Source: an optimization exercise on an open RTL-to-GDS flow (aim: small area and few clock cycles). Production flows keep margins and buffers that such runs may drop. Only simulation tests tie the RTL to the original design; equivalence was not proved. Power is estimated from default activity; no workload was simulated.

==> design/flow/design.v <==
`default_nettype none
package axi_upsize_pkg;
    localparam int addr_w = 32;
    localparam int id_w   = 4;
    localparam int len_w  = 8;
    localparam int size_w = 3;
    localparam int resp_w = 2;
    localparam int s_dw = 32;
    localparam int m_dw = 128;
    localparam int s_kw = s_dw / 8;
    localparam int m_kw = m_dw / 8;
    localparam int ratio      = m_dw / s_dw;
    localparam int ratio_log2 = $clog2(ratio);
    localparam int wlen_w = len_w - ratio_log2;
    localparam int aw_fifo_w = addr_w + id_w + wlen_w + size_w;
    localparam int b_fifo_w  = id_w + resp_w;
    localparam int aw_depth = 6;
    localparam int w_depth  = 14;
    localparam int b_depth  = 6;
endpackage
`default_nettype wire
`timescale 1ns/1ps
`default_nettype none
module sync_fifo #(
    parameter int width = 8,
    parameter int depth = 6
) (
    input  logic             m_axi_aclk,
    input  logic             s_axi_arst,
    input  logic             in_valid,
    output logic             in_ready,
    input  logic [width-1:0] in_data,
    output logic             out_valid,
    input  logic             out_ready,
    output logic [width-1:0] out_data
);
    logic [width-1:0] data_q [depth];
    logic [depth-1:0] full_q;
    logic [depth:0]   rdy;
    logic             in_xfer;
    always_comb begin
        rdy[0] = out_ready;
        for (int i = 0; i < depth; i++) begin
            rdy[i+1] = ~full_q[i] | rdy[i];
        end
    end
    assign in_ready  = ~&full_q;
    assign in_xfer   = in_valid & in_ready;
    assign out_valid = full_q[0];
    assign out_data  = data_q[0];
    always_ff @(posedge m_axi_aclk or posedge s_axi_arst) begin
        if (s_axi_arst) begin
            full_q <= '0;
        end else begin
            for (int i = 0; i < depth - 1; i++) begin
                if (rdy[i+1]) begin
                    full_q[i] <= full_q[i+1];
                end
            end
            if (rdy[depth]) begin
                full_q[depth-1] <= in_xfer;
            end
        end
    end
    always_ff @(posedge m_axi_aclk) begin
        for (int i = 0; i < depth - 1; i++) begin
            if (rdy[i+1]) begin
                data_q[i] <= data_q[i+1];
            end
        end
        if (rdy[depth]) begin
            data_q[depth-1] <= in_data;
        end
    end
endmodule
`default_nettype wire
`timescale 1ns/1ps
`default_nettype none
module aw_translate (
    input  logic [axi_upsize_pkg::addr_w-1:0]    s_axi_awaddr,
    input  logic [axi_upsize_pkg::id_w-1:0]      s_axi_awid,
    input  logic [axi_upsize_pkg::len_w-1:0]     s_axi_awlen,
    input  logic [axi_upsize_pkg::size_w-1:0]    s_axi_awsize,
    output logic [axi_upsize_pkg::aw_fifo_w-1:0] entry
);
    localparam int ratio_log2 = axi_upsize_pkg::ratio_log2;
    localparam int size_w     = axi_upsize_pkg::size_w;
    assign entry = {s_axi_awaddr, s_axi_awid, s_axi_awlen[axi_upsize_pkg::len_w-1:ratio_log2],
                    s_axi_awsize + size_w'(ratio_log2)};
endmodule
`default_nettype wire
`timescale 1ns/1ps
`default_nettype none
module w_packer #(
    parameter int depth = 14,
    parameter logic [depth-1:0] pack_at = depth'(1)
) (
    input  logic                              m_axi_aclk,
    input  logic                              s_axi_arst,
    input  logic [axi_upsize_pkg::s_dw-1:0]   s_axi_wdata,
    input  logic [axi_upsize_pkg::s_kw-1:0]   s_axi_wstrb,
    input  logic                              s_axi_wlast,
    input  logic                              s_axi_wvalid,
    output logic                              s_axi_wready,
    output logic [axi_upsize_pkg::m_dw-1:0]   m_axi_wdata,
    output logic [axi_upsize_pkg::m_kw-1:0]   m_axi_wstrb,
    output logic                              m_axi_wlast,
    output logic                              m_axi_wvalid,
    input  logic                              m_axi_wready
);
    localparam int ratio  = axi_upsize_pkg::ratio;
    localparam int lane_w = axi_upsize_pkg::ratio_log2;
    localparam int s_dw   = axi_upsize_pkg::s_dw;
    localparam int s_kw   = axi_upsize_pkg::s_kw;
    localparam int tail   = depth - 1;
    localparam logic [depth-1:0] packs = pack_at | (depth'(1) << tail);
    logic [ratio-1:0][s_dw-1:0] data_q [depth];
    logic [ratio-1:0][s_kw-1:0] strb_q [depth];
    logic [depth-1:0]           last_q;
    logic [depth-1:0]           full_q;    
    logic [depth-1:0]           part_q;    
    logic [lane_w-1:0]          lane_q;
    logic [depth:0]             rdy;
    logic [depth-1:0]           busy;
    logic [depth-1:0]           behind;
    logic [depth-1:0]           start_ok;
    logic [depth-1:0]           wr;
    logic [ratio-1:0]           lane_hit;
    logic [ratio-1:0]           lane_cur;
    logic                       w_xfer;
    logic                       word_done;
    assign busy = full_q | (part_q & packs);
    always_comb begin
        rdy[0] = m_axi_wready;
        for (int i = 0; i < depth; i++) begin
            rdy[i+1] = ~busy[i] | (full_q[i] & rdy[i]);
        end
        behind[tail] = 1'b0;
        for (int i = tail - 1; i >= 0; i--) begin
            behind[i] = behind[i+1] | busy[i+1];
        end
    end
    assign s_axi_wready = ~&full_q;
    assign w_xfer       = s_axi_wvalid & s_axi_wready;
    assign word_done    = s_axi_wlast | (lane_q == lane_w'(ratio - 1));
    always_comb begin
        for (int i = 0; i < depth; i++) begin
            start_ok[i] = packs[i] & ~behind[i] & rdy[i+1];
        end
        wr = '0;
        if (w_xfer) begin
            if (lane_q != '0) begin
                wr = part_q & packs;
            end else begin
                for (int i = depth - 1; i >= 0; i--) begin
                    if (start_ok[i]) begin
                        wr = '0;
                        wr[i] = 1'b1;
                    end
                end
            end
        end
        for (int j = 0; j < ratio; j++) begin
            lane_cur[j] = (lane_q == lane_w'(j));
            lane_hit[j] = lane_cur[j] | (s_axi_wlast & (lane_q < lane_w'(j)));
        end
    end
    always_ff @(posedge m_axi_aclk or posedge s_axi_arst) begin
        if (s_axi_arst) begin
            lane_q <= '0;
            full_q <= '0;
            part_q <= '0;
        end else begin
            if (w_xfer) begin
                lane_q <= word_done ? '0 : lane_q + 1'b1;
            end
            for (int i = 0; i < depth; i++) begin
                if (wr[i]) begin
                    full_q[i] <= word_done;
                    part_q[i] <= ~word_done;
                end else if (rdy[i+1]) begin
                    full_q[i] <= (i < tail) ? full_q[(i < tail) ? i + 1 : i] : 1'b0;
                end
            end
        end
    end
    always_ff @(posedge m_axi_aclk) begin
        for (int i = 0; i < depth; i++) begin
            if (wr[i]) begin
                last_q[i] <= s_axi_wlast;
                for (int j = 0; j < ratio; j++) begin
                    if (lane_hit[j]) begin
                        data_q[i][j] <= s_axi_wdata;
                        strb_q[i][j] <= lane_cur[j] ? s_axi_wstrb : '0;
                    end
                end
            end else if (rdy[i+1] && i < tail) begin
                last_q[i] <= last_q[(i < tail) ? i + 1 : i];
                data_q[i] <= data_q[(i < tail) ? i + 1 : i];
                strb_q[i] <= strb_q[(i < tail) ? i + 1 : i];
            end
        end
    end
    assign m_axi_wvalid = full_q[0];
    assign m_axi_wdata  = data_q[0];
    assign m_axi_wstrb  = strb_q[0];
    assign m_axi_wlast  = last_q[0];
endmodule
`default_nettype wire
`timescale 1ns/1ps
`default_nettype none
module axi_out_slice #(
    parameter int width = 6,
    parameter int depth = 6
) (
    input  logic             m_axi_aclk,
    input  logic             s_axi_arst,
    input  logic             in_valid,
    output logic             in_ready,
    input  logic [width-1:0] in_data,
    output logic             out_valid,
    input  logic             out_ready,
    output logic [width-1:0] out_data
);
    logic [width-1:0] data_q [depth];
    logic [depth-1:0] full_q;        
    logic [depth:0]   full;
    logic             push;
    logic             pop;
    assign full      = {1'b0, full_q};
    assign in_ready  = ~full_q[depth-1];
    assign out_valid = full_q[0] | in_valid;
    assign out_data  = full_q[0] ? data_q[0] : in_data;
    assign pop       = full_q[0] & out_ready;
    assign push      = in_valid & in_ready & (full_q[0] | ~out_ready);
    always_ff @(posedge m_axi_aclk or posedge s_axi_arst) begin
        if (s_axi_arst) begin
            full_q <= '0;
        end else if (push & ~pop) begin
            full_q <= {full_q[depth-2:0], 1'b1};
        end else if (pop & ~push) begin
            full_q <= full[depth:1];
        end
    end
    always_ff @(posedge m_axi_aclk) begin
        for (int i = 0; i < depth; i++) begin
            if (pop) begin
                if (push & full[i] & ~full[i+1]) begin
                    data_q[i] <= in_data;
                end else begin
                    data_q[i] <= data_q[(i < depth - 1) ? i + 1 : i];
                end
            end else if (push & ~full_q[i] & ((i == 0) | full_q[(i > 0) ? i - 1 : 0])) begin
                data_q[i] <= in_data;
            end
        end
    end
endmodule
`default_nettype wire
`timescale 1ns/1ps
`default_nettype none
module axi_upsize_top (
    input  logic                               m_axi_aclk,
    input  logic                               s_axi_arst,
    input  logic [axi_upsize_pkg::addr_w-1:0]  s_axi_awaddr,
    input  logic [axi_upsize_pkg::id_w-1:0]    s_axi_awid,
    input  logic [axi_upsize_pkg::len_w-1:0]   s_axi_awlen,
    input  logic [axi_upsize_pkg::size_w-1:0]  s_axi_awsize,
    input  logic                               s_axi_awvalid,
    output logic                               s_axi_awready,
    input  logic [axi_upsize_pkg::s_dw-1:0]    s_axi_wdata,
    input  logic [axi_upsize_pkg::s_kw-1:0]    s_axi_wstrb,
    input  logic                               s_axi_wlast,
    input  logic                               s_axi_wvalid,
    output logic                               s_axi_wready,
    output logic [axi_upsize_pkg::id_w-1:0]    s_axi_bid,
    output logic [axi_upsize_pkg::resp_w-1:0]  s_axi_bresp,
    output logic                               s_axi_bvalid,
    input  logic                               s_axi_bready,
    output logic [axi_upsize_pkg::addr_w-1:0]  m_axi_awaddr,
    output logic [axi_upsize_pkg::id_w-1:0]    m_axi_awid,
    output logic [axi_upsize_pkg::len_w-1:0]   m_axi_awlen,
    output logic [axi_upsize_pkg::size_w-1:0]  m_axi_awsize,
    output logic                               m_axi_awvalid,
    input  logic                               m_axi_awready,
    output logic [axi_upsize_pkg::m_dw-1:0]    m_axi_wdata,
    output logic [axi_upsize_pkg::m_kw-1:0]    m_axi_wstrb,
    output logic                               m_axi_wlast,
    output logic                               m_axi_wvalid,
    input  logic                               m_axi_wready,
    input  logic [axi_upsize_pkg::id_w-1:0]    m_axi_bid,
    input  logic [axi_upsize_pkg::resp_w-1:0]  m_axi_bresp,
    input  logic                               m_axi_bvalid,
    output logic                               m_axi_bready
);
    localparam int aw_w   = axi_upsize_pkg::aw_fifo_w;
    localparam int b_w    = axi_upsize_pkg::b_fifo_w;
    localparam int wlen_w = axi_upsize_pkg::wlen_w;
    localparam int len_w  = axi_upsize_pkg::len_w;
    logic [aw_w-1:0]   aw_entry, aw_out;
    logic [wlen_w-1:0] aw_wlen;
    aw_translate i_aw_translate (
        .s_axi_awaddr (s_axi_awaddr), .s_axi_awid (s_axi_awid),
        .s_axi_awlen (s_axi_awlen), .s_axi_awsize (s_axi_awsize),
        .entry (aw_entry)
    );
    sync_fifo #(.width(aw_w), .depth(axi_upsize_pkg::aw_depth)) i_aw_fifo (
        .m_axi_aclk (m_axi_aclk), .s_axi_arst (s_axi_arst),
        .in_valid (s_axi_awvalid), .in_ready (s_axi_awready), .in_data (aw_entry),
        .out_valid (m_axi_awvalid), .out_ready (m_axi_awready), .out_data (aw_out)
    );
    assign {m_axi_awaddr, m_axi_awid, aw_wlen, m_axi_awsize} = aw_out;
    assign m_axi_awlen = len_w'(aw_wlen);
    w_packer #(.depth(axi_upsize_pkg::w_depth), .pack_at(14'h8)) i_w_packer (
        .m_axi_aclk (m_axi_aclk), .s_axi_arst (s_axi_arst),
        .s_axi_wdata (s_axi_wdata), .s_axi_wstrb (s_axi_wstrb),
        .s_axi_wlast (s_axi_wlast), .s_axi_wvalid (s_axi_wvalid),
        .s_axi_wready (s_axi_wready),
        .m_axi_wdata (m_axi_wdata), .m_axi_wstrb (m_axi_wstrb),
        .m_axi_wlast (m_axi_wlast), .m_axi_wvalid (m_axi_wvalid),
        .m_axi_wready (m_axi_wready)
    );
    axi_out_slice #(.width(b_w), .depth(axi_upsize_pkg::b_depth)) i_b_buf (
        .m_axi_aclk (m_axi_aclk), .s_axi_arst (s_axi_arst),
        .in_valid (m_axi_bvalid), .in_ready (m_axi_bready), .in_data ({m_axi_bid, m_axi_bresp}),
        .out_valid (s_axi_bvalid), .out_ready (s_axi_bready), .out_data ({s_axi_bid, s_axi_bresp})
    );
endmodule
`default_nettype wire
==> design/flow/run.sh <==
#!/bin/bash
# synth_recipe.tcl (not shown) runs the flow's synth.tcl, then flattens the netlist and writes it again
# the make line also repeats each setting of config.mk as NAME=value (left out here)
make -C /OpenROAD-flow-scripts/flow DESIGN_CONFIG=/design/flow/config.mk WORK_HOME=/design/flow/orfs CLKGATE_MAP_FILE= SYNTH_SCRIPT=/design/flow/synth_recipe.tcl finish
==> design/flow/config.mk <==
export PLATFORM = sky130hd
export DESIGN_NAME = axi_upsize_top
export DESIGN_NICKNAME = axi_upsize_top
export VERILOG_FILES = /design/flow/design.v
export SDC_FILE = /design/flow/constraint.sdc
export NUM_CORES = 4
export LEC_CHECK = 0
export CAP_MARGIN = 20
export CORE_MARGIN = 2
export CORE_UTILIZATION = 55
export CTS_BUF_LIST = sky130_fd_sc_hd__clkbuf_8
export CTS_CLUSTER_SIZE = 25
export SLEW_MARGIN = 20
==> design/flow/constraint.sdc <==
create_clock -name core_clock -period 4.0 [get_ports {m_axi_aclk}]
set_input_delay 0.8000 -clock core_clock [delete_from_list [all_inputs] [get_ports {m_axi_aclk}]]
set_output_delay 0.8000 -clock core_clock [all_outputs]
set_load 0.01 [all_outputs]
==> results of run 1 <==
-- stage by stage --
step | instance area, µm² | total power, mW | instances
final | 86900 | 61.3 | 5490
after CTS | 86900 | 62.3 | 5483
after global placement | 80500 | 44.1 | 4856
after floorplan | 74900 | 40.3 | 2745
after global routing | 86900 | 64.1 | 5486
after detailed placement | 80500 | 44.5 | 4856
-- per-layer routing --
layer,share of wire [%],GRT usage (%),up-vias
met5,0.019,0,-
met2,47,25.4,897
met1,44,22.3,14000
li1,-,-,12600
met3,7.0,4.94,228
met4,2.4,6.06,4
-- state kept, by name, summed over array words and instances, names as in the netlist, 6 cells and up --
register,cells
i_w_packer.full_q,14
i_b_buf.full_q,6
i_aw_fifo.full_q,6
i_w_packer.strb_q,224
i_aw_fifo.data_q,270
i_w_packer.data_q,1792
i_w_packer.last_q,14
i_b_buf.data_q,36
-- cell usage after synthesis (all sizes together), types with 6 or more instances --
library cell  instances  share of area, %
nor2                 20              0.10
mux2i                 9              0.12
edfxtp             2336                94
a21o                  6             0.070
ha                    6              0.10
and2                 17              0.14
and3                  6             0.054
inv                  16             0.080
nand2                32              0.16
nand2b               13              0.11
dfrtp                30               1.0
buf                  20              0.46
mux2                178               3.3
o21ai                 8             0.054
-- worst reg2reg max path, delay by kind of cell, from the launching register on --
family / cells / cell delay (ns)
simple gates: 4 / 1.32
flops: 1 / 0.46
compound gates: 1 / 0.37
buf+inv: 1 / 0.21
-- where the power goes --
part	internal (mW)	leakage [nW]	switching [mW]
Sequential	35.7	24.7	2.07
Combinational	2.78	3.51	3.29
Clock	9.05	3.74	8.37
-- cell families after synthesis --
family	Yosys count	synth area share, %
XOR/XNOR	1	0.0117
AO/OA/AOI/OAI	27	0.281
buffers and inverters	41	0.569
AND/OR/NAND/NOR	115	0.815
other	1	0.00501
flip-flops	2366	94.8
multiplexers	187	3.42
adder cells (fa/ha/maj)	6	0.100
-- cells in the final DEF, fill, tap and decap left out, drive strengths merged, types with 6 or more instances in the layout --
cell,Yosys,layout
clkinv,0,110
clkinvlp,0,6
nand2,32,32
inv,16,142
and3,6,6
mux2i,9,9
clkdlybuf4s50,0,297
clkbuf,5,380
a21o,6,6
nand2b,13,13
o21ai,8,8
ha,6,6
edfxtp,2336,2336
and2,17,17
nor2,20,20
diode,0,7
dfrtp,30,30
buf,20,58
mux2,178,178
-- cell type report --
| class | count | area share [%] |
|---|---|---|
| diodes | 7 | 0.0202 |
| clock buffers | 380 | 6.02 |
| clock inverters | 247 | 1.30 |
| inverters | 16 | 0.0849 |
| multi-input cells | 338 | 4.23 |
| flip-flops and latches | 2366 | 81.6 |
| well taps | 1781 | 2.56 |
| repair buffers | 355 | 4.22 |
-- worst min path at each step --
stage                     slack [ns]                      from  depth (start not counted)                  endpoint
after global placement          0.40  i_w_packer.data_q[7][96]                          0  i_w_packer.data_q[6][96]
final                           0.22                s_axi_arst                          3       i_aw_fifo.full_q[5]
after floorplan                 0.40    i_aw_fifo.data_q[1][0]                          0    i_aw_fifo.data_q[0][0]
after CTS                       0.09                s_axi_arst                          3       i_aw_fifo.full_q[5]
after detailed placement        0.40   i_aw_fifo.data_q[1][44]                          0   i_aw_fifo.data_q[0][44]
after global routing            0.16                s_axi_arst                          3       i_aw_fifo.full_q[5]
==> summary.md, run 1 <==
| Metric | Value |
|---|---|
| Status | complete, no violations |
| Worst Skew | 0.0770 ns |
| CTS tree | built |
| Die Y | 373 µm |
| Post-synth EDFFs | 2336 |
| Delay-heaviest family, CP | simple AND/OR/NAND/NOR gates |
| Core Area | 0.135 mm² |
| Crit path to | s_axi_wready |
| Slew margin rel. | 28.0% |
| DR pass1 iterations | 5 |
| Synth Warn # | 7 |
| Antenna violations before repair | 11 |
| DRC violation count after routing | 0 |
| Critical R2R Launch | i_w_packer.full_q[0] |
| Register area share after synthesis | 94.8% |
| Ys async rst share | 1.27% |
| WP data required | 3.20 ns |
| Crit Path Class | flop to output port |
| Worst Hold Margin | 0.222 ns |
| Final Max Slew Viols | 0 |
| Port Buf Inserts | 297 |
| Vias per inst | 5.05 |
| Highest-delay cell along the critical path | clkdlybuf4s50_1 |
| CTS H-tree lvls | 5 |
| Syn Inst Count | 2744 |
| Register area | 0.0709 mm² |
| Chip width | 373 µm |
| CP arrival | 2.86 ns |
| Initial DRC Count | 2076 |
| Flop2flop setup slack | 0.86 ns |
| RSZ-0062 raised after global routing | no |
| Vias in the first global route | 28900 |
| Clock-pin slew on the worst setup and hold paths | 0.06 ns |
| Max VDD drop | 0.000398 V |
| Hold-fix buffers, CTS | 0 |
| Max-cap check violation count | 0 |
| Overall via count from detail_route | 27700 |
| Total gr overflow | 0 |
| Setup TNS | 0 ns |
| Routed length per placed instance | 20.6 µm |
| Crit. Startpoint | i_w_packer.full_q[11] |
| First-pass GRT wire length | 169000 µm |
| Worst-Margin Slew | 1.08 ns |
| Area Overhead vs Synth | 16.2% |
| Filler Cells Inserted | 8715 |
| Mapped cell area | 0.0748 mm² |
| Post-synth cell types | 40 |
| Area of the multi-input gates | 0.00367 mm² |
| Fin. Hold Viols | 0 |
| WP depth | 4 |
| Routed WL | 113000 µm |
| Setup ws final | 0.336 ns |
| Worst r2r dst | i_w_packer.data_q[11][74] |
| Root Buffer | clkbuf_8 |
| Seq cells post-synth | 2366 |
| Startpoint Class | flop |
| Clock sinks | 2366 |
| Clock latency (worst-skew pair) | 1.01 ns |
| HP Class | input pin to asynchronous set/reset pin |
| Worst-path cell chain | nand4_1 > nor2_1 > nand2_1 > clkdlybuf4s50_1 |
| Worst-path fanout max | 5 |
| Rows | 135 |
| Layout cells sized above 1 | 18.8% |
| Routed Antenna Nets | 0 |
| Leakage power | 31.9 nW |
| Critical Path Max Stage Delay | 0.63 ns |
| Starting Density | 55.3% |
| Power Density | 705 mW/mm² |
| R2R cell count | 6 |
| Placer Congestion | 0.782 |
| Top Ports | 302 |
| Final Util | 64.2% |
| Nets | 3548 |
| Longest Clk Path Bufs | 4 |
| Setup fix buffers added after clock tree synthesis | 0 |
| Pin count of the biggest net entering global routing | 147 |
| Final setup fails | 0 |
| Pre-CTS WS | 0.454 ns |
| PostCTS Resize Cnt | 0 |
| GR Util All Layers | 16.4% |
| Syn avg cell area | 27.3 µm² |
| FMAX | 273 MHz |
| Full die area | 0.139 mm² |
| Top_reg_cell synth | edfxtp_1 |
| TritonCTS Buffers | 367 |
| Crit path time final | 3.66 ns |
| Crit path buf inv count | 1 |
| Fin crit share | 91.6% |
| Setup crit end kind | output port |
| Post-DP HPWL | 64100 µm |
Testbench counts, summed over its fixed seeds: cycles 2,931.
==> run 2: changes to the inputs <==
--- a/design/flow/config.mk
+++ b/design/flow/config.mk
@@ -6,8 +6,9 @@
 export NUM_CORES = 4
 export LEC_CHECK = 0
+export ABC_AREA = 1
 export CAP_MARGIN = 20
 export CORE_MARGIN = 2
 export CORE_UTILIZATION = 55
-export CTS_BUF_LIST = sky130_fd_sc_hd__clkbuf_8
-export CTS_CLUSTER_SIZE = 25
+export CTS_CLUSTER_DIAMETER = 60
+export CTS_CLUSTER_SIZE = 30
 export SLEW_MARGIN = 20
==> run 2 against run 1 <==
  * Core utilization shrank 1.1 points
  * Routed wire length shrank 1.3%
  * Maximum frequency grew 4.5%
  * Die area shrank 1.3%
  * Design area shrank 3.1%
  * Clock power shrank 14%
  * Register-to-register slack gained 0.20 ns
  * Critical endpoint unchanged
  * Largest power group unchanged
==> summary.md, run 2 <==
| Metric | Value |
|---|---|
| Setup TNS | 0 ns |
| Area of the multi-input gates | 0.00260 mm² |
| Critical R2R Launch | i_w_packer.lane_q[0] |
| Worst r2r dst | i_w_packer.strb_q[3][4] |
| Crit path time final | 3.51 ns |
| Vias per inst | 5.11 |
| Final setup fails | 0 |
| DR pass1 iterations | 5 |
| Routed WL | 112000 µm |
| Setup ws final | 0.494 ns |
| Syn Inst Count | 3027 |
| Power Density | 696 mW/mm² |
| First-pass GRT wire length | 166000 µm |
| TritonCTS Buffers | 135 |
| CTS H-tree lvls | 4 |
| Synth Warn # | 7 |
| Root Buffer | clkbuf_16 |
| Worst-Margin Slew | 1.10 ns |
| Biggest regs | i_w_packer.data_q x1792, i_aw_fifo.data_q x270, i_w_packer.strb_q x224 |
| Crit. Startpoint | i_w_packer.full_q[5] |
| HP Class | flop to flop |
| Antenna violations before repair | 4 |
| Pre-CTS WS | 0.375 ns |
| Final Util | 63.2% |
| Rows | 134 |
| Largest register FFs | 1792 |
| WP data required | 3.20 ns |
| Crit path to | s_axi_wready |
| Flop2flop setup slack | 1.06 ns |
| Register area | 0.0709 mm² |
| Placer Congestion | 0.785 |
| Vias in the first global route | 27400 |
| Die Y | 370 µm |
| Largest register by flop count | i_w_packer.data_q |
| PostCTS Resize Cnt | 0 |
| Initial DRC Count | 2224 |
| Post-synth cell types | 29 |
| Port Buf Inserts | 297 |
| Register area share after synthesis | 96.0% |
| Nets | 3590 |
| Core Area | 0.133 mm² |
| Post-route insts no fill | 5358 |
| Fin crit share | 87.6% |
| Crit Path Class | flop to output port |
| Flop pwr share | 64.6% |
| Hold_sp | i_w_packer.data_q[6][125] |
| Worst-path fanout max | 6 |
| Clock latency (worst-skew pair) | 0.78 ns |
| Commonest non-fill, non-tap cell in the layout | edfxtp_1 |
| Post-DP HPWL | 67700 µm |
| Layout cells sized above 1 | 9.19% |
| Combinational power share | 10.0% |
| Hold-fix buffers, CTS | 0 |
| Status | complete, no violations |
| Filler Cells Inserted | 8756 |
| Net Sw Power | 13.6 mW |
| Pin count of the biggest net entering global routing | 148 |
| Most frequent cells in the layout | edfxtp_1 (2336), nand2_1 (381), clkdlybuf4s50_1 (297) |
| Top Ports | 302 |
| Yosys top cell by area | edfxtp_1 |
| Total gr overflow | 0 |
| Max VDD drop | 0.000464 V |
| Startpoint Class | flop |
| Clock Power Share | 25.4% |
| Overall via count from detail_route | 27400 |
| Post-synth EDFFs | 2336 |
| Top post-synthesis cells by area | edfxtp_1 (95%), nand2_1 (2.0%), dfrtp_1 (1.0%) |
| Leakage power | 30.5 nW |
| Pint | 45.0 mW |
| PnR Total Power | 58.6 mW |
| R2R cell count | 9 |
| Worst Skew | 0.0327 ns |
| Routed Antenna Nets | 0 |
| Clock-pin slew on the worst setup and hold paths | 0.09 ns |
| Chip width | 370 µm |
| RSZ-0062 raised after global routing | no |
| Max-cap check violation count | 0 |
| Top cells by count, synth | edfxtp_1 (2336), nand2_1 (387), inv_1 (63) |
| Fin. Hold Viols | 0 |
| Slew margin rel. | 26.8% |
| Mapped cell area | 0.0738 mm² |
| Setup fix buffers added after clock tree synthesis | 0 |
| Starting Density | 55.4% |
| Ys async rst share | 1.27% |
| Clock sinks | 2366 |
| FMAX | 285 MHz |
| Routed length per placed instance | 20.8 µm |
| Top cell type's share of synthesized area | 95.0% |
| CP arrival | 2.71 ns |
| Sw frac | 23.3% |
| Longest Clk Path Bufs | 3 |
| Seq cells post-synth | 2366 |
| Final Max Slew Viols | 0 |
| Most common cell in the netlist | edfxtp_1 |
| Setup crit end kind | output port |
| Area Overhead vs Synth | 14.1% |
| CTS tree | built |
| Full die area | 0.137 mm² |
| Top_reg_cell synth | edfxtp_1 |
| Syn avg cell area | 24.4 µm² |
| DRC violation count after routing | 0 |
| Placed insts | 5117 |
| GR Util All Layers | 16.5% |
run 2: cell count changes in the layout (fill, tap and decap cells not counted), moves of 17 or more:
cell       before  now
inv_1         139   57
inv_6           3   24
and2_1         17    0
clkinv_1       75   11
mux2_4        124    0
clkbuf_8      380    1
mux2_2         54    5
nand2_1        26  381
a21oi_1         3   26
nor2_1         14   44
clkinv_2       35    9
o21ai_0         8   34
clkbuf_16       0  139
run 2: routing by layer:
| layer | track usage, % | routed length [µm] | share of wire [%] |
|---|---|---|---|
| met5 | 0 | 27 | 0.024 |
| met4 | 4.64 | 2080 | 1.9 |
| met3 | 3.20 | 6070 | 5.4 |
| met2 | 26.9 | 54900 | 49 |
| met1 | 22.9 | 48500 | 43 |
run 2: worst min-delay path by stage:
stage	endpoint	slack, ns	cells past startpoint
global placement	i_w_packer.data_q[12][19]	0.40	0
detailed placement	i_aw_fifo.data_q[0][21]	0.40	0
finish	i_w_packer.data_q[5][125]	0.40	0
global route	i_w_packer.data_q[5][30]	0.41	0
floorplan	i_aw_fifo.data_q[0][0]	0.40	0
CTS	i_w_packer.data_q[5][30]	0.41	0
run 2: critical path, cell delays in order, from the launching register on:
cell,delay [ns]
dfrtp_1,0.47
nand3_1,0.19
nor3_1,0.46
nand2_1,0.27
clkdlybuf4s50_1,0.55
run 2: cells by family after synthesis:
| logic type | count (synthesis) | share of synthesized area [%] |
|---|---|---|
| compound gates | 69 | 0.498 |
| xor+xnor | 1 | 0.0119 |
| simple gates | 482 | 2.59 |
| buf+inv | 97 | 0.673 |
| other cells | 1 | 0.00508 |
| mux | 5 | 0.0763 |
| fa+ha+maj | 6 | 0.102 |
| flops | 2366 | 96.0 |
run 2: power groups by stage:
stage / Combinational, mW / Clock [mW] / Sequential (mW)
floorplan: 1.94 / 0 / 38.0
global placement: 5.86 / 0 / 38.2
detailed placement: 5.97 / 0 / 38.5
CTS: 5.99 / 15.4 / 38.0
global route: 6.32 / 16.3 / 38.5
finish: 5.84 / 14.9 / 37.9
run 2: area by class of cell:
type / count / share of cell area, %
inverters: 64 / 0.300
flip-flops and latches: 2366 / 84.2
multi-input cells: 565 / 3.09
well taps: 1768 / 2.63
clock inverters: 94 / 1.18
repair buffers: 354 / 4.43
clock buffers: 146 / 4.17
diodes: 1 / 0.00297
run 2: per-stage QoR:
step	hold WS [ns]	instance area, µm²
floorplan	0.400	73800
global placement	0.400	79700
detailed placement	0.405	79700
CTS	0.408	84200
global route	0.410	84200
finish	0.402	84200
==> run 3: changes to the inputs <==
--- a/design/flow/config.mk
+++ b/design/flow/config.mk
@@ -10,5 +10,5 @@
 export CORE_MARGIN = 2
 export CORE_UTILIZATION = 55
-export CTS_CLUSTER_DIAMETER = 60
-export CTS_CLUSTER_SIZE = 30
+export CTS_CLUSTER_DIAMETER = 45
+export CTS_CLUSTER_SIZE = 36
 export SLEW_MARGIN = 20
==> run 3 against run 2 <==
  * Maximum frequency shrank 0.17%
  * Global-route usage is 0.17 points higher
  * Setup slack got worse by 0.0061 ns
  * Register-to-register slack barely moved
  * Non-clock buffer count is the same
  * Worst hold slack lost 0.0021 ns
  * Critical path depth is the same
  * Count of clock-buffer cells in the layout grew 44
  * Clock skew down 0.0019 ns
  * Critical path type unchanged
==> summary.md, run 3 <==
| Metric | Value |
|---|---|
| # diodes | 0 |
| Syn Inst Count | 3027 |
| CTS tree | built |
| Crit path time final | 3.51 ns |
| Layout cells sized above 1 | 11.2% |
| Flop2flop setup slack | 1.06 ns |
| Synth Area in Simple Gates | 2.59% |
| Root Buffer | clkbuf_16 |
| Post-synth cell types | 29 |
| Total gr overflow | 0 |
| Multiplexer share of the synthesized area | 0.0763% |
| Final Util | 64.4% |
| Chip width | 370 µm |
| Top post-synthesis cells by area | edfxtp_1 (95%), nand2_1 (2.0%), dfrtp_1 (1.0%) |
| CP arrival | 2.71 ns |
| Final Max Slew Viols | 0 |
| Largest register FFs | 1792 |
| Core Area | 0.133 mm² |
| CTS H-tree lvls | 4 |
| Starting Density | 55.4% |
| Clock-pin slew on the worst setup and hold paths | 0.08 ns |
| DR pass1 iterations | 5 |
| Leakage power | 31.3 nW |
| Routed Antenna Nets | 0 |
| Top cells by count, synth | edfxtp_1 (2336), nand2_1 (387), inv_1 (63) |
| Crit Path Class | flop to output port |
| Main combinational cell family by area after synthesis | simple AND/OR/NAND/NOR gates |
| Port Buf Inserts | 297 |
| Worst Skew | 0.0308 ns |
| Largest register by flop count | i_w_packer.data_q |
| Synth Area in Adders | 0.102% |
| Clock latency (worst-skew pair) | 0.79 ns |
| Synth Warn # | 7 |
| Filler Cells Inserted | 8595 |
| WP data required | 3.20 ns |
| Setup crit end kind | output port |
| Die Y | 370 µm |
| Fin. Hold Viols | 0 |
| Vias per inst | 5.09 |
| Worst-Margin Slew | 1.09 ns |
| Post-DP HPWL | 67700 µm |
| Antenna violations before repair | 5 |
| Setup TNS | 0 ns |
| Xor-xnor portion of the synthesized cell area | 0.0119% |
| Hold-fix buffers, CTS | 0 |
| Max-cap check violation count | 0 |
| Top_reg_cell synth | edfxtp_1 |
| Syn avg cell area | 24.4 µm² |
| Top Ports | 302 |
| Register area share after synthesis | 96.0% |
| DRC violation count after routing | 0 |
| Most frequent cells in the layout | edfxtp_1 (2336), nand2_1 (381), clkdlybuf4s50_1 (297) |
| Routed WL | 112000 µm |
| Clock sinks | 2366 |
| Most common cell in the netlist | edfxtp_1 |
| Vias in the first global route | 27900 |
| Ys async rst share | 1.27% |
| Slew margin rel. | 27.4% |
| Top cell type's share of synthesized area | 95.0% |
| Biggest regs | i_w_packer.data_q x1792, i_aw_fifo.data_q x270, i_w_packer.strb_q x224 |
| Mapped cell area | 0.0738 mm² |
| Startpoint Class | flop |
| Power Density | 720 mW/mm² |
| Max VDD drop | 0.000445 V |
| Area Overhead vs Synth | 16.3% |
| Pin count of the biggest net entering global routing | 148 |
| Initial DRC Count | 2168 |
| Overall via count from detail_route | 27700 |
| PostCTS Resize Cnt | 0 |
| TritonCTS Buffers | 172 |
| Rows | 134 |
| Placer Congestion | 0.785 |
| HP Class | flop to flop |
| FMAX | 285 MHz |
| Final setup fails | 0 |
| Worst-path fanout max | 6 |
| Yosys top cell by area | edfxtp_1 |
| GR Util All Layers | 16.6% |
| Setup fix buffers added after clock tree synthesis | 0 |
| Status | complete, no violations |
| Fin crit share | 87.8% |
| Seq cells post-synth | 2366 |
| RSZ-0062 raised after global routing | no |
| First-pass GRT wire length | 168000 µm |
| Nets | 3627 |
| Routed length per placed instance | 20.7 µm |
| Synth Area in Compound Gates | 0.498% |
| Longest Clk Path Bufs | 3 |
| Full die area | 0.137 mm² |
| Post-synth EDFFs | 2336 |
| Commonest non-fill, non-tap cell in the layout | edfxtp_1 |
## run 3: cell counts after synthesis
Identical to the previous run, type by type.
## run 3: per-stage QoR
| step | worst slack, ns | power [mW] | std cells | hold WS (ns) | area [µm²] |
|---|---|---|---|---|---|
| 2_1_floorplan | -3.75 | 39.9 | 3028 | 0.400 | 73800 |
| 3_3_place_gp | 0.395 | 44.1 | 5117 | 0.400 | 79700 |
| 3_5_place_dp | 0.375 | 44.5 | 5117 | 0.405 | 79700 |
| 4_1_cts | 0.332 | 62.7 | 5439 | 0.400 | 85800 |
| 5_1_grt | 0.301 | 64.4 | 5439 | 0.409 | 85800 |
| 6_report | 0.488 | 61.8 | 5439 | 0.400 | 85800 |
## run 3: cells by family after synthesis
kind of cell | Yosys count
compound gates | 69
xor+xnor | 1
fa+ha+maj | 6
buf+inv | 97
flops | 2366
mux | 5
other cells | 1
simple gates | 482
## run 3: metal layers
layer | wire length, µm | up-vias | GRT usage, %
met3 | 6350 | 188 | 3.61
met2 | 55000 | 691 | 27.0
met4 | 2450 | 8 | 5.00
met5 | 54 | - | 0
met1 | 48500 | 14100 | 22.9
li1 | - | 12700 | -
## run 3: area by class of cell
| type | instances | area (µm²) | share of cell area [%] |
|---|---|---|---|
| clock buffer | 190 | 4610 | 5.36 |
| clock inverter | 132 | 1560 | 1.81 |
| inverter | 64 | 253 | 0.294 |
| multi-input combinational | 565 | 2600 | 3.03 |
| sequential | 2366 | 70900 | 82.6 |
| tap | 1768 | 2210 | 2.58 |
| timing repair buffer | 354 | 3730 | 4.34 |
## run 3: power breakdown
part	internal, mW	switching, mW	leakage, nW
logic	2.32	3.53	3.63
clock network	9.29	8.79	2.97
registers	35.7	2.14	24.7
## run 3: worst paths after layout
kind	cells past startpoint	start	end
min in group asynchronous	3	s_axi_arst	i_aw_fifo.full_q[5]
hold reg to reg	0	i_w_packer.data_q[2][121]	i_w_packer.data_q[1][121]
setup / recovery	4	i_w_packer.full_q[9]	s_axi_wready
max in group asynchronous	3	s_axi_arst	i_w_packer.lane_q[0]
hold / removal	0	i_w_packer.data_q[2][121]	i_w_packer.data_q[1][121]
setup reg to reg	9	i_w_packer.lane_q[0]	i_w_packer.data_q[3][50]
## run 3: critical path: stages, from the launching register on
cell and delay [ns]:
dfrtp_1 0.48, nand3_1 0.16, nor3_1 0.48, nand2_1 0.25, clkdlybuf4s50_1 0.55
==> run 4: changes to the inputs <==
--- a/design/flow/design.v
+++ b/design/flow/design.v
@@ -312,5 +312,5 @@
     assign {m_axi_awaddr, m_axi_awid, aw_wlen, m_axi_awsize} = aw_out;
     assign m_axi_awlen = len_w'(aw_wlen);
-    w_packer #(.depth(axi_upsize_pkg::w_depth), .pack_at(14'h8)) i_w_packer (
+    w_packer #(.depth(axi_upsize_pkg::w_depth), .pack_at(14'h9)) i_w_packer (
         .m_axi_aclk (m_axi_aclk), .s_axi_arst (s_axi_arst),
         .s_axi_wdata (s_axi_wdata), .s_axi_wstrb (s_axi_wstrb),
--- a/design/flow/config.mk
+++ b/design/flow/config.mk
@@ -6,9 +6,6 @@
 export NUM_CORES = 4
 export LEC_CHECK = 0
-export ABC_AREA = 1
 export CAP_MARGIN = 20
 export CORE_MARGIN = 2
-export CORE_UTILIZATION = 55
-export CTS_CLUSTER_DIAMETER = 45
-export CTS_CLUSTER_SIZE = 36
+export CORE_UTILIZATION = 40
 export SLEW_MARGIN = 20
==> run 4 against run 3 <==
  * Count of clock-buffer cells in the layout grew 85
  * Still clean
  * Cell count grew 14%
  * Routed wire length is 21% higher
  * Design area grew 4.8%
  * Power rose by 6.1%
  * Non-clock buffer count increased by 15
  * Area after synthesis rose by 2.9%
  * Via count increased by 5.3%
  * Core utilization down 17 points
  * Synthesized cell count fell by 1.1%
==> summary.md, run 4 <==
| Metric | Value |
|---|---|
| Status | complete, no violations |
| Final setup fails | 0 |
| Worst Skew | 0.0441 ns |
| Highest-delay cell along the critical path | clkdlybuf4s50_1 |
| Register area | 0.0709 mm² |
| Largest register FFs | 1792 |
| Vias per inst | 4.69 |
| Top cell type's share of synthesized area | 92.4% |
| Layout cells sized above 1 | 16.3% |
| Crit path time final | 3.61 ns |
| Startpoint Class | flop |
| Fin. Hold Viols | 0 |
| Initial DRC Count | 2074 |
| Die Y | 440 µm |
| Post-DP HPWL | 81300 µm |
| Setup crit end kind | output port |
| TritonCTS Buffers | 220 |
| Power Density | 729 mW/mm² |
| CTS H-tree lvls | 4 |
| Top cells by count, synth | edfxtp_1 (2336), mux2_2 (168), a21o_1 (131) |
| Clock latency (worst-skew pair) | 0.85 ns |
| Final Instance Area | 0.0900 mm² |
| Fin crit share | 90.3% |
| Biggest regs | i_w_packer.data_q x1792, i_aw_fifo.data_q x270, i_w_packer.strb_q x224 |
| Antenna violations before repair | 16 |
| Post-synth cell types | 47 |
| GR Util All Layers | 14.0% |
| Max VDD drop | 0.000436 V |
| Vias in the first global route | 29700 |
| Chip width | 440 µm |
| Placer Congestion | 0.793 |
| Largest register by flop count | i_w_packer.data_q |
| Worst-path fanout max | 7 |
| Routed length per placed instance | 21.8 µm |
| R2R cell count | 7 |
| CTS tree | built |
| FMAX | 277 MHz |
| CP arrival | 2.81 ns |
| Slew margin rel. | 31.2% |
| Top Ports | 302 |
| Nets | 3642 |
| Syn avg cell area | 25.4 µm² |
| Most frequent cells in the layout | edfxtp_1 (2336), clkdlybuf4s50_1 (297), clkbuf_16 (223) |
| Setup ws final | 0.390 ns |
| Longest Clk Path Bufs | 3 |
| Root Buffer | clkbuf_16 |
| WP data required | 3.20 ns |
| Critical Path Max Stage Delay | 0.58 ns |
| Clock-pin slew on the worst setup and hold paths | 0.06 ns |
| Max-cap check violation count | 0 |
| Ys async rst share | 1.31% |
| Top cell by count, worst path | nand3_1 |
| Core Area | 0.188 mm² |
| Total gr overflow | 0 |
| Top_reg_cell synth | edfxtp_1 |
| Hold-fix buffers, CTS | 0 |
| Worst-path cell chain | nand3_1 > nor4_2 > nand3_1 > clkdlybuf4s50_1 |
| Mapped cell area | 0.0760 mm² |
| Most common cell in the netlist | edfxtp_1 |
| Seq cells post-synth | 2367 |
| HP Class | flop to flop |
| Starting Density | 40.4% |
| WP depth | 4 |
| RSZ-0062 raised after global routing | no |
| Filler Cells Inserted | 15200 |
| Delay-heaviest family, CP | simple AND/OR/NAND/NOR gates |
| Yosys top cell by area | edfxtp_1 |
| Final Max Slew Viols | 0 |
| Placed insts | 5811 |
| Syn Inst Count | 2994 |
| Routed WL | 136000 µm |
| Area of the multi-input gates | 0.00486 mm² |
| Routed Antenna Nets | 0 |
| Top post-synthesis cells by area | edfxtp_1 (92%), mux2_2 (2.5%), a21o_1 (1.3%) |
| Crit Path Class | flop to output port |
| Rows | 159 |
| Port Buf Inserts | 297 |
| Register area share after synthesis | 93.4% |
| Area post-placement | 0.0829 mm² |
| Pre-CTS WS | 0.495 ns |
| Hold Path Stages | 0 |
| Worst-Margin Slew | 1.03 ns |
| Commonest non-fill, non-tap cell in the layout | edfxtp_1 |
| Full die area | 0.193 mm² |
| Area Overhead vs Synth | 18.5% |
| Flop2flop setup slack | 0.72 ns |
| Crit path buf inv count | 1 |
| Leakage power | 32.3 nW |
| DR pass1 iterations | 5 |
| Post-route insts no fill | 6222 |
| PnR Total Power | 65.6 mW |
| Clock sinks | 2367 |
| Overall via count from detail_route | 29200 |
| Post-synth EDFFs | 2336 |
| Synth Warn # | 7 |
| First-pass GRT wire length | 196000 µm |
| DRC violation count after routing | 0 |
| Setup TNS | 0 ns |
| Pin count of the biggest net entering global routing | 148 |
[run 4: report_power, final]
group | switching, mW | internal, mW
clock | 8.67 | 11.6
combinational | 4.67 | 3.18
sequential | 2.06 | 35.4
[run 4: repair_timing]
item                                    CTS  global route
gates resized for setup                   0             1
setup buffers                             0             0
endpoints found under the setup margin    0             1
[run 4: final cells by class]
type / instances / share of cell area [%]
inverter: 20 / 0.0932
timing repair buffer: 369 / 4.31
antenna: 5 / 0.0139
clock inverter: 131 / 1.47
clock buffer: 275 / 6.44
multi-input combinational: 560 / 5.40
sequential: 2367 / 78.8
tap: 2495 / 3.47
[run 4: worst paths after layout]
kind	end	start
worst min register to register	i_w_packer.data_q[6][30]	i_w_packer.data_q[7][30]
worst max register to register	i_w_packer.last_q[0]	i_w_packer.full_q[8]
worst max-delay path	s_axi_wready	i_w_packer.full_q[8]
min in group asynchronous	i_aw_fifo.full_q[1]	s_axi_arst
worst min-delay path	i_w_packer.data_q[6][30]	i_w_packer.data_q[7][30]
max in group asynchronous	i_w_packer.full_q[8]	s_axi_arst
[run 4: logic make-up (layout without fill, tap and decap cells)]
| logic type | after synthesis | count (layout) | synth area share [%] |
|---|---|---|---|
| other cells | 1 | 7 | 0.00494 |
| mux | 196 | 196 | 2.99 |
| simple gates | 173 | 173 | 1.22 |
| flops | 2367 | 2367 | 93.4 |
| fa+ha+maj | 6 | 6 | 0.0988 |
| xor+xnor | 1 | 1 | 0.0115 |
| buf+inv | 68 | 795 | 0.537 |
| compound gates | 182 | 182 | 1.76 |
[run 4: per-layer routing]
layer  vias up  global-route usage [%]  part of all wire, %
met1     15200                    16.3                   39
met4         4                    5.18                  3.3
met2       614                    25.4                   54
li1      13100                       -                    -
met3       254                    2.81                  4.3
met5         -                       0                0.017
[run 4: metrics by stage]
step | utilization [%] | hold slack, ns
3_3_place_gp | 44.0 | 0.400
5_1_grt | 47.8 | 0.389
3_5_place_dp | 44.0 | 0.405
6_report | 47.8 | 0.391
2_1_floorplan | - | 0.400
4_1_cts | 47.8 | 0.389
Testbench counts of run 4, summed over its fixed seeds: cycles 2,931.
==> run 5: changes to the inputs <==
--- a/design/flow/design.v
+++ b/design/flow/design.v
@@ -312,5 +312,5 @@
     assign {m_axi_awaddr, m_axi_awid, aw_wlen, m_axi_awsize} = aw_out;
     assign m_axi_awlen = len_w'(aw_wlen);
-    w_packer #(.depth(axi_upsize_pkg::w_depth), .pack_at(14'h9)) i_w_packer (
+    w_packer #(.depth(axi_upsize_pkg::w_depth), .pack_at(14'h8)) i_w_packer (
         .m_axi_aclk (m_axi_aclk), .s_axi_arst (s_axi_arst),
         .s_axi_wdata (s_axi_wdata), .s_axi_wstrb (s_axi_wstrb),
==> design/flow/flow/run.sh (new file) <==
#!/bin/bash
# Standard layout, with plain buf_1 cells as the port buffers and a clock tree
# built from larger sink clusters without dummy loads.
set -euo pipefail
export BUFFER_PORTS_ARGS="-buffer_cell sky130_fd_sc_hd__buf_1"
export CTS_ARGS="-sink_clustering_enable -repair_clock_nets -sink_clustering_size 20 -sink_clustering_max_diameter 40 -sink_clustering_buffer sky130_fd_sc_hd__clkbuf_8 -dont_use_dummy_load"
bash standard.sh finish > standard.log 2>&1
==> design/flow/standard.sh (new file) <==
#!/bin/bash
# synth_recipe.tcl (not shown) runs the flow's synth.tcl, then flattens the netlist and writes it again
# the make line also repeats each setting of config.mk as NAME=value (left out here)
make -C /OpenROAD-flow-scripts/flow DESIGN_CONFIG=/design/flow/config.mk WORK_HOME=/design/flow/orfs CLKGATE_MAP_FILE= SYNTH_SCRIPT=/design/flow/synth_recipe.tcl "${@:-finish}"
--- a/design/flow/config.mk
+++ b/design/flow/config.mk
@@ -6,6 +6,7 @@
 export NUM_CORES = 4
 export LEC_CHECK = 0
+export ABC_AREA = 1
 export CAP_MARGIN = 20
 export CORE_MARGIN = 2
-export CORE_UTILIZATION = 40
+export CORE_UTILIZATION = 55
 export SLEW_MARGIN = 20
removed: design/flow/run.sh
==> run 5 against run 4 <==
  * Still clean on timing, DRC and antenna
  * First-iteration DRC count is 0.77% higher
  * Non-clock buffer count is 19 lower
  * Routed wire length is 18% lower
  * Synthesized cell count is 1.1% higher
  * Critical endpoint is now i_w_packer.data_q[3][8]
  * Largest power group unchanged
==> summary.md, run 5 <==
| Metric | Value |
|---|---|
| Status | complete, no violations |
| Initial DRC Count | 2090 |
| Max VDD drop | 0.000358 V |
| Crit path time final | 3.37 ns |
| Setup ws final | 0.630 ns |
| Post-DP HPWL | 67300 µm |
| FMAX | 297 MHz |
| Vias in the first global route | 28300 |
| PnR Total Power | 54.4 mW |
| Largest register by flop count | i_w_packer.data_q |
| Routed Antenna Nets | 0 |
| Nets | 3667 |
| Setup crit end kind | flop |
| Fin crit share | 84.3% |
| Crit Path Class | flop to flop |
| Routed length per placed instance | 20.9 µm |
| Worst-path cell chain | inv_1 > ha_1 > nand2_1 > nor2_1 > nand2_1 > o21bai_2 > nand2_8 > o21ai_4 > buf_12 |
| Setup fix buffers added after clock tree synthesis | 0 |
| Starting Density | 55.4% |
| Ys async rst share | 1.27% |
| Worst-path fanout max | 55 |
| TritonCTS Buffers | 216 |
| Slew margin rel. | 31.7% |
| DRC violation count after routing | 0 |
| Overall via count from detail_route | 27600 |
| Vias per inst | 5.17 |
| Largest register FFs | 1792 |
| Top_reg_cell synth | edfxtp_1 |
| Syn avg cell area | 24.4 µm² |
| Final setup fails | 0 |
| Most common cell in the netlist | edfxtp_1 |
| Power Density | 672 mW/mm² |
| PostCTS Resize Cnt | 0 |
| Yosys top cell by area | edfxtp_1 |
| Antenna violations before repair | 7 |
| Post-synth cell types | 29 |
| Highest-delay cell along the critical path | o21ai_4 |
| Root Buffer | clkbuf_16 |
| Total gr overflow | 0 |
| Clock latency (worst-skew pair) | 0.79 ns |
| Rows | 134 |
| Pre-CTS WS | 0.374 ns |
| Area Overhead vs Synth | 9.68% |
| Critical Path Max Stage Delay | 0.90 ns |
| Core Area | 0.133 mm² |
| Worst-Margin Slew | 1.02 ns |
| Port Buf Inserts | 297 |
| Post-synth EDFFs | 2336 |
| Longest Clk Path Bufs | 3 |
| CP arrival | 3.81 ns |
| Placer Congestion | 0.806 |
| R2R cell count | 9 |
| Biggest regs | i_w_packer.data_q x1792, i_aw_fifo.data_q x270, i_w_packer.strb_q x224 |
| Pin count of the biggest net entering global routing | 148 |
| Max-cap check violation count | 0 |
| Clock sinks | 2366 |
| Setup TNS | 0 ns |
| Full die area | 0.137 mm² |
| Fin. Hold Viols | 0 |
| WP data required | 4.44 ns |
| Chip width | 370 µm |
| Mapped cell area | 0.0738 mm² |
| Area of the multi-input gates | 0.00259 mm² |
| Clock-pin slew on the worst setup and hold paths | 0.11 ns |
| Commonest non-fill, non-tap cell in the layout | edfxtp_1 |
| CTS tree | built |
| Die Y | 370 µm |
| CTS H-tree lvls | 4 |
| Syn Inst Count | 3027 |
| RSZ-0062 raised after global routing | no |
| Hold-fix buffers, CTS | 0 |
| Worst Skew | 0.0688 ns |
| Layout cells sized above 1 | 8.90% |
| Leakage power | 29.1 nW |
| Routed WL | 111000 µm |
| Seq cells post-synth | 2366 |
| Final Instance Area | 0.0810 mm² |
| Startpoint Class | flop |
| Filler Cells Inserted | 9127 |
| Top Ports | 302 |
| GR Util All Layers | 16.5% |
| Top cell by count, worst path | nand2_1 |
| Top post-synthesis cells by area | edfxtp_1 (95%), nand2_1 (2.0%), dfrtp_1 (1.0%) |
| First-pass GRT wire length | 167000 µm |
| Register area share after synthesis | 96.0% |
| Synth Warn # | 7 |
| Register area | 0.0709 mm² |
| Area post-placement | 0.0778 mm² |
| Top cells by count, synth | edfxtp_1 (2336), nand2_1 (387), inv_1 (63) |
| HP Class | input pin to asynchronous set/reset pin |
| Final Max Slew Viols | 0 |
| Most frequent cells in the layout | edfxtp_1 (2336), nand2_1 (381), buf_1 (297) |
| Top cell type's share of synthesized area | 95.0% |
| DR pass1 iterations | 6 |
==> run 5: layout make-up <==
cell class | instances | share of cell area (%)
antenna | 3 | 0.00927
clock buffer | 216 | 3.91
inverter | 64 | 0.312
multi-input combinational | 565 | 3.21
sequential | 2366 | 87.6
tap | 1768 | 2.73
timing repair buffer | 350 | 2.26
==> run 5: critical path, delay by kind of cell (launching register included) <==
family,cells,cell delay [ns]
AO/OA/AOI/OAI,2,1.15
AND/OR/NAND/NOR,4,0.61
buffers and inverters,2,0.44
adder cells (fa/ha/maj),1,0.37
flip-flops,1,0.41
==> run 5: worst paths after layout <==
kind                       slack, ns                      end                    start
max                             0.63  i_w_packer.data_q[3][8]     i_w_packer.lane_q[0]
min                             0.08      i_aw_fifo.full_q[3]               s_axi_arst
max reg2reg                     0.63  i_w_packer.data_q[3][8]     i_w_packer.lane_q[0]
min reg2reg                     0.35  i_aw_fifo.data_q[4][29]  i_aw_fifo.data_q[5][29]
max in group asynchronous       3.27        i_b_buf.full_q[3]               s_axi_arst
min in group core_clock         0.20  i_aw_fifo.data_q[5][26]         s_axi_awaddr[13]
==> run 5: logic make-up after synthesis <==
logic type | Yosys count | share of synthesized area [%]
adder cells (fa/ha/maj) | 6 | 0.102
flip-flops | 2366 | 96.0
XOR/XNOR | 1 | 0.0119
buffers and inverters | 97 | 0.673
AND/OR/NAND/NOR | 482 | 2.59
multiplexers | 5 | 0.0763
AO/OA/AOI/OAI | 69 | 0.498
other | 1 | 0.00508
==> run 5: through the flow <==
stage                     hold WS [ns]  cells  util [%]
final                           0.0817   5332      60.7
after global routing            0.0643   5329      60.7
after CTS                       0.0201   5329      60.7
after detailed placement         0.405   5113      58.4
after global placement           0.400   5112      58.4
after floorplan                  0.400   3028         -
==> run 5: where the power goes <==
group / total, mW / leakage (nW) / internal, mW / switching [mW]
clock network: 12.0 / 1.64 / 5.18 / 6.83
logic: 4.58 / 2.79 / 1.06 / 3.52
registers: 37.8 / 24.7 / 35.7 / 2.10
==> run 5: metal layers <==
metal,global-route usage [%],share of wire (%),up-vias
met4,5.04,2.2,4
met2,26.9,49,746
met5,0,0.019,-
li1,-,-,12600
met3,3.78,6.1,218
met1,22.6,43,14000
Testbench counts of run 5, summed over its fixed seeds: cycles 2,931.
==> run 6: changes to the inputs <==
--- a/design/flow/config.mk
+++ b/design/flow/config.mk
@@ -9,4 +9,5 @@
 export CAP_MARGIN = 20
 export CORE_MARGIN = 2
-export CORE_UTILIZATION = 55
+export CORE_UTILIZATION = 68
+export PLACE_DENSITY = 0.75
 export SLEW_MARGIN = 20
==> run 6 against run 5 <==
  * Design area shrank 1.3%
  * Via count shrank 0.57%
  * Sequential power is essentially flat
  * Count of clock-buffer cells in the layout shrank 31
  * Power shrank 2.0%
  * Maximum frequency grew 7.4%
  * First-iteration DRC count grew 4.2%
  * Die area shrank 19%
  * Sequential cell count is the same
  * Clock skew shrank 0.023 ns
  * Register-to-register slack gained 0.23 ns
==> summary.md, run 6 <==
| Metric | Value |
|---|---|
| Syn avg cell area | 24.4 µm² |
| Max-cap check violation count | 0 |
| Routed Antenna Nets | 0 |
| Top post-synthesis cells by area | edfxtp_1 (95%), nand2_1 (2.0%), dfrtp_1 (1.0%) |
| CTS H-tree lvls | 4 |
| Top cell type's share of synthesized area | 95.0% |
| RSZ-0062 raised after global routing | no |
| Worst-path cell chain | inv_1 > ha_1 > nand2_1 > nor2_1 > nand2_1 > o21bai_2 > nand2_8 > o21ai_4 > buf_12 |
| Worst-Margin Slew | 1.04 ns |
| Max VDD drop | 0.000412 V |
| Area post-placement | 0.0771 mm² |
| Uppermost routed layer | met5 |
| Rows | 120 |
| Post-synth EDFFs | 2336 |
| CP arrival | 3.53 ns |
| Clock-pin slew on the worst setup and hold paths | 0.09 ns |
| Most frequent cells in the layout | edfxtp_1 (2336), nand2_1 (381), buf_1 (297) |
| Fin. Hold Viols | 0 |
| R2R cell count | 9 |
| Routed length per placed instance | 21.9 µm |
| Top cells by count, synth | edfxtp_1 (2336), nand2_1 (387), inv_1 (63) |
| Root Buffer | clkbuf_16 |
| Critical Path Max Stage Delay | 0.80 ns |
| Top cell by count, worst path | nand2_1 |
| WP data required | 4.39 ns |
| Vias in the first global route | 27700 |
| Area of the multi-input gates | 0.00259 mm² |
| Overall via count from detail_route | 27400 |
| GR Util All Layers | 19.8% |
| Flop2flop setup slack | 0.86 ns |
| Most common cell in the netlist | edfxtp_1 |
| Largest register FFs | 1792 |
| Total gr overflow | 0 |
| Power Density | 668 mW/mm² |
| Synth Warn # | 7 |
| Routed WL | 108000 µm |
| Crit. Startpoint | i_w_packer.lane_q[0] |
| Status | complete, no violations |
| Mapped cell area | 0.0738 mm² |
| Pin count of the biggest net entering global routing | 167 |
| Seq cells post-synth | 2366 |
| Final setup fails | 0 |
| Crit path to | i_w_packer.data_q[3][8] |
| Setup crit end kind | flop |
| DR WL met3 | 7510 µm |
| Setup ws final | 0.862 ns |
| WL met2 | 53900 µm |
| Pre-CTS WS | 0.727 ns |
| Startpoint Class | flop |
| Highest-delay cell along the critical path | o21ai_4 |
| Worst Skew | 0.0460 ns |
| PnR Total Power | 53.3 mW |
| Top_reg_cell synth | edfxtp_1 |
| Worst-path fanout max | 19 |
| Yosys top cell by area | edfxtp_1 |
| Fin crit share | 78.5% |
| Full die area | 0.111 mm² |
| Slew margin rel. | 30.7% |
| Setup fix buffers added after clock tree synthesis | 0 |
| Area Overhead vs Synth | 8.20% |
| Core Area | 0.107 mm² |
| Starting Density | 68.8% |
| Clock sinks | 2366 |
| Register area share after synthesis | 96.0% |
| PostCTS Resize Cnt | 0 |
| Clock latency (worst-skew pair) | 0.75 ns |
| First-pass GRT wire length | 162000 µm |
| Register area | 0.0709 mm² |
| Longest Clk Path Bufs | 3 |
| Ys async rst share | 1.27% |
| CTS tree | built |
| Largest register by flop count | i_w_packer.data_q |
| Nets | 3619 |
| Metal-1 WL | 43500 µm |
| Initial DRC Count | 2177 |
| Top Ports | 302 |
| Filler Cells Inserted | 5472 |
| Die Y | 333 µm |
| Vias per inst | 5.57 |
| Port Buf Inserts | 297 |
| Critical R2R Launch | i_w_packer.lane_q[0] |
| Antenna violations before repair | 11 |
| Leakage power | 28.8 nW |
| HP Class | input pin to asynchronous set/reset pin |
| Crit Path Class | flop to flop |
| DRC violation count after routing | 0 |
| Post-DP HPWL | 65700 µm |
| Worst r2r dst | i_w_packer.data_q[3][8] |
| Biggest regs | i_w_packer.data_q x1792, i_aw_fifo.data_q x270, i_w_packer.strb_q x224 |
| Final Instance Area | 0.0799 mm² |
| DR pass1 iterations | 5 |
| Post-synth cell types | 29 |
| Layout cells sized above 1 | 7.69% |
| Commonest non-fill, non-tap cell in the layout | edfxtp_1 |
| Placer Congestion | 0.875 |
| Syn Inst Count | 3027 |
| Crit path time final | 3.14 ns |
| FMAX | 319 MHz |
| TritonCTS Buffers | 185 |
| Hold-fix buffers, CTS | 0 |
| Final Max Slew Viols | 0 |
| Chip width | 333 µm |
-- run 6: cell counts after synthesis --
No cell type changed its count.
-- run 6: where the power goes --
| part | internal (mW) | switching [mW] |
|---|---|---|
| registers | 35.8 | 2.15 |
| logic | 0.987 | 3.44 |
| clock network | 4.52 | 6.50 |
-- run 6: worst min path at each step --
stage	startpoint	endpoint	slack, ns	cells after the start
global route	s_axi_arst	i_aw_fifo.full_q[4]	0.15	2
detailed placement	i_aw_fifo.data_q[1][36]	i_aw_fifo.data_q[0][36]	0.40	0
floorplan	i_aw_fifo.data_q[1][0]	i_aw_fifo.data_q[0][0]	0.40	0
global placement	i_w_packer.data_q[8][45]	i_w_packer.data_q[7][45]	0.40	0
finish	s_axi_arst	i_aw_fifo.full_q[4]	0.16	2
CTS	s_axi_arst	i_aw_fifo.full_q[4]	0.1	2
-- run 6: per-stage QoR --
stage	hold slack (ns)	utilization (%)	instances	TNS, ns
2_1_floorplan	0.400	-	3028	-3467.63
3_3_place_gp	0.400	71.8	4730	0
3_5_place_dp	0.405	71.8	4730	0
4_1_cts	0.0983	74.4	4915	0
5_1_grt	0.146	74.4	4917	0
6_report	0.161	74.4	4922	0
-- run 6: metal layers --
layer | global-route usage, % | vias up
met5 | 0 | -
met4 | 6.30 | 6
met3 | 4.10 | 205
met2 | 33.0 | 952
met1 | 27.0 | 13800
li1 | - | 12500
-- run 6: area by class of cell --
type,count,share of cell area [%]
antenna,6,0.0188
inverter,64,0.316
multi-input combinational,565,3.25
timing repair buffer,333,2.03
clock buffer,185,3.43
sequential,2366,88.8
tap,1403,2.20
-- run 6: worst max-delay path, delay by kind of cell (launching register included) --
family / cells / cell delay, ns
AO/OA/AOI/OAI: 2 / 1.07
buffers and inverters: 2 / 0.46
AND/OR/NAND/NOR: 4 / 0.46
flip-flops: 1 / 0.43
adder cells (fa/ha/maj): 1 / 0.39
-- run 6: kinds of logic after synthesis --
logic type / Yosys count / share of synthesized area, %
adder cells (fa/ha/maj): 6 / 0.102
multiplexers: 5 / 0.0763
flip-flops: 2366 / 96.0
AO/OA/AOI/OAI: 69 / 0.498
other: 1 / 0.00508
AND/OR/NAND/NOR: 482 / 2.59
XOR/XNOR: 1 / 0.0119
buffers and inverters: 97 / 0.673
==> run 7: changes to the inputs <==
==> design/flow/flow/run.sh (replaced) <==
#!/bin/bash
# Standard layout, with plain buf_1 cells as the port buffers and a clock tree
# built from larger sink clusters without dummy loads.
set -euo pipefail
export BUFFER_PORTS_ARGS="-buffer_cell sky130_fd_sc_hd__buf_1"
export CTS_ARGS="-sink_clustering_enable -repair_clock_nets -sink_clustering_size 40 -sink_clustering_max_diameter 50 -sink_clustering_buffer sky130_fd_sc_hd__clkbuf_16 -dont_use_dummy_load"
bash standard.sh finish > standard.log 2>&1
==> run 7 against run 6 <==
  * Global-route usage increased by 1.3 points
  * Sequential share of layout area decreased by 0.86 points
  * Register-to-register slack got worse by 0.14 ns
  * Largest cell class unchanged
  * Largest power group unchanged
  * First-iteration DRC count increased by 11%
==> summary.md, run 7 <==
| Metric | Value |
|---|---|
| CP arrival | 3.65 ns |
| Crit path to | i_w_packer.data_q[3][8] |
| Initial DRC Count | 2417 |
| GRT busiest layer | met2 |
| Highest-delay cell along the critical path | o21ai_4 |
| Crit. Startpoint | i_w_packer.lane_q[0] |
| Hold-fix buffers, CTS | 0 |
| Critical Path Max Stage Delay | 0.82 ns |
| Root Buffer | clkbuf_16 |
| Final setup fails | 0 |
| Pre-CTS WS | 0.727 ns |
| Synth Warn # | 7 |
| Final Util | 75.1% |
| Final Instance Area | 0.0807 mm² |
| First-pass GRT wire length | 171000 µm |
| Worst-path fanout max | 19 |
| Flop2flop setup slack | 0.73 ns |
| Rows | 120 |
| Setup fix buffers added after clock tree synthesis | 0 |
| Delay-heaviest family, CP | compound AO/OA/AOI/OAI gates |
| Worst Skew | 0.0617 ns |
| Post-DP HPWL | 65700 µm |
| Antenna violations before repair | 11 |
| Top_reg_cell synth | edfxtp_1 |
| Full die area | 0.111 mm² |
| Startpoint Class | flop |
| Post-synth EDFFs | 2336 |
| Fin crit share | 81.9% |
| GR Util met1 | 28.7% |
| WP data required | 4.38 ns |
| Clock latency (worst-skew pair) | 0.75 ns |
| Mapped cell area | 0.0738 mm² |
| Setup ws final | 0.725 ns |
| Port Buf Inserts | 297 |
| Area post-placement | 0.0771 mm² |
| Crit path buf inv count | 2 |
| Top cells by count, synth | edfxtp_1 (2336), nand2_1 (387), inv_1 (63) |
| CTS H-tree lvls | 4 |
| Max-cap check violation count | 0 |
| Most frequent cells in the layout | edfxtp_1 (2336), nand2_1 (381), buf_1 (297) |
| Top cell by count, worst path | nand2_1 |
| HP Class | input pin to asynchronous set/reset pin |
| Largest register FFs | 1792 |
| Leakage power | 29.1 nW |
| Met2 Resource Use GR | 36.0% |
| Longest Clk Path Bufs | 3 |
| DRC violation count after routing | 0 |
| Clock-pin slew on the worst setup and hold paths | 0.09 ns |
| DR pass1 iterations | 5 |
| Layout cells sized above 1 | 6.51% |
| Top cell type's share of synthesized area | 95.0% |
| Vias per inst | 5.67 |
| FMAX | 305 MHz |
| Critical R2R Launch | i_w_packer.lane_q[0] |
| Slew margin rel. | 29.3% |
| PostCTS Resize Cnt | 0 |
| Worst-path cell chain | inv_1 > ha_1 > nand2_1 > nor2_1 > nand2_1 > o21bai_2 > nand2_8 > o21ai_4 > buf_12 |
| Largest register by flop count | i_w_packer.data_q |
| Register area share after synthesis | 96.0% |
| Biggest regs | i_w_packer.data_q x1792, i_aw_fifo.data_q x270, i_w_packer.strb_q x224 |
| TritonCTS Buffers | 141 |
| Setup TNS | 0 ns |
| Core Area | 0.107 mm² |
| Filler Cells Inserted | 5422 |
| Worst r2r dst | i_w_packer.data_q[3][8] |
| Top Ports | 302 |
| Pin count of the biggest net entering global routing | 167 |
| Routed length per placed instance | 23.4 µm |
| Grt met3 use | 3.79% |
| Post-synth cell types | 29 |
| WP depth | 9 |
| Most common cell in the netlist | edfxtp_1 |
| Ys async rst share | 1.27% |
| Setup crit end kind | flop |
| Die Y | 333 µm |
| CTS tree | built |
| R2R cell count | 9 |
| Routed Antenna Nets | 0 |
| Starting Density | 68.8% |
| Seq cells post-synth | 2366 |
| Crit Path Class | flop to flop |
| Max VDD drop | 0.000509 V |
| Crit path time final | 3.27 ns |
| Fin. Hold Viols | 0 |
| Total gr overflow | 0 |
| Overall via count from detail_route | 27600 |
| Yosys top cell by area | edfxtp_1 |
| RSZ-0062 raised after global routing | no |
| Vias in the first global route | 28100 |
| Clock sinks | 2366 |
| Area Overhead vs Synth | 9.26% |
| Status | complete, no violations |
| Final Max Slew Viols | 0 |
| GR Util All Layers | 21.1% |
| Routed WL | 114000 µm |
| Syn Inst Count | 3027 |
| Placer Congestion | 0.875 |
| Commonest non-fill, non-tap cell in the layout | edfxtp_1 |
| Nets | 3575 |
| Power Density | 690 mW/mm² |
| Worst-Margin Slew | 1.06 ns |
| Top post-synthesis cells by area | edfxtp_1 (95%), nand2_1 (2.0%), dfrtp_1 (1.0%) |
| Syn avg cell area | 24.4 µm² |
| Chip width | 333 µm |
## run 7: cell types whose count changed in the layout (fill, tap and decap cells not counted), sizes merged
cell | before | now
diode | 6 | 2
clkbuf | 185 | 141
## run 7: cells by family (layout without fill, tap and decap cells)
kind of cell / after synthesis / in the layout / synth area share [%]
fa+ha+maj: 6 / 6 / 0.102
compound gates: 69 / 69 / 0.498
simple gates: 482 / 482 / 2.59
mux: 5 / 5 / 0.0763
xor+xnor: 1 / 1 / 0.0119
other cells: 1 / 4 / 0.00508
buf+inv: 97 / 538 / 0.673
flops: 2366 / 2366 / 96.0
## run 7: final cells by class
| type | instances | area [µm²] | share of cell area (%) |
|---|---|---|---|
| Inverter | 64 | 253 | 0.313 |
| Multi-Input combinational cell | 565 | 2590 | 3.22 |
| Clock buffer | 141 | 3530 | 4.37 |
| Timing Repair Buffer | 333 | 1620 | 2.01 |
| Tap cell | 1403 | 1760 | 2.18 |
| Sequential cell | 2366 | 70900 | 87.9 |
| Antenna cell | 2 | 5.00 | 0.00621 |
## run 7: stage by stage
stage | std cells | hold WS, ns | power, mW
final | 4874 | 0.165 | 55.6
after global routing | 4873 | 0.161 | 57.8
after CTS | 4871 | 0.108 | 56.2
after detailed placement | 4730 | 0.405 | 43.0
after global placement | 4730 | 0.400 | 42.3
after floorplan | 3028 | 0.400 | 39.9
## run 7: metal layers
| layer | routed length (µm) | share of wire, % |
|---|---|---|
| met2 | 58800 | 51 |
| met1 | 45300 | 40 |
| met3 | 7670 | 6.7 |
| met5 | 61 | 0.053 |
| met4 | 2470 | 2.2 |
## run 7: how the worst min path moves through the flow
stage | end | slack [ns] | cells past startpoint
6_report | i_aw_fifo.full_q[0] | 0.16 | 2
5_1_grt | i_aw_fifo.full_q[0] | 0.16 | 2
4_1_cts | i_aw_fifo.full_q[0] | 0.11 | 2
3_5_place_dp | i_aw_fifo.data_q[0][36] | 0.40 | 0
3_3_place_gp | i_w_packer.data_q[7][45] | 0.40 | 0
2_1_floorplan | i_aw_fifo.data_q[0][0] | 0.40 | 0
## run 7: worst reg2reg max path, cell delays in order (launching register included)
cell and delay [ns]:
dfrtp_1 0.44, inv_1 0.19, ha_1 0.40, nand2_1 0.11
nor2_1 0.13, nand2_1 0.12, o21bai_2 0.29, nand2_8 0.14
o21ai_4 0.82, buf_12 0.28
## run 7: where the power goes
| part | leakage (nW) | switching, mW | internal, mW |
|---|---|---|---|
| clock | 1.74 | 6.85 | 6.25 |
| sequential | 24.7 | 2.27 | 35.8 |
| combinational | 2.68 | 3.49 | 0.987 |
| total | 29.1 | 12.6 | 43.0 |

Setup slack of run 7, layout unchanged: 0.725 ns with ideal ports, 0.725 ns with driving cells assumed (clock clkbuf_16, inputs buf_2), 0.638 ns with port delays also shifted by the 0.787 ns mid clock arrival.
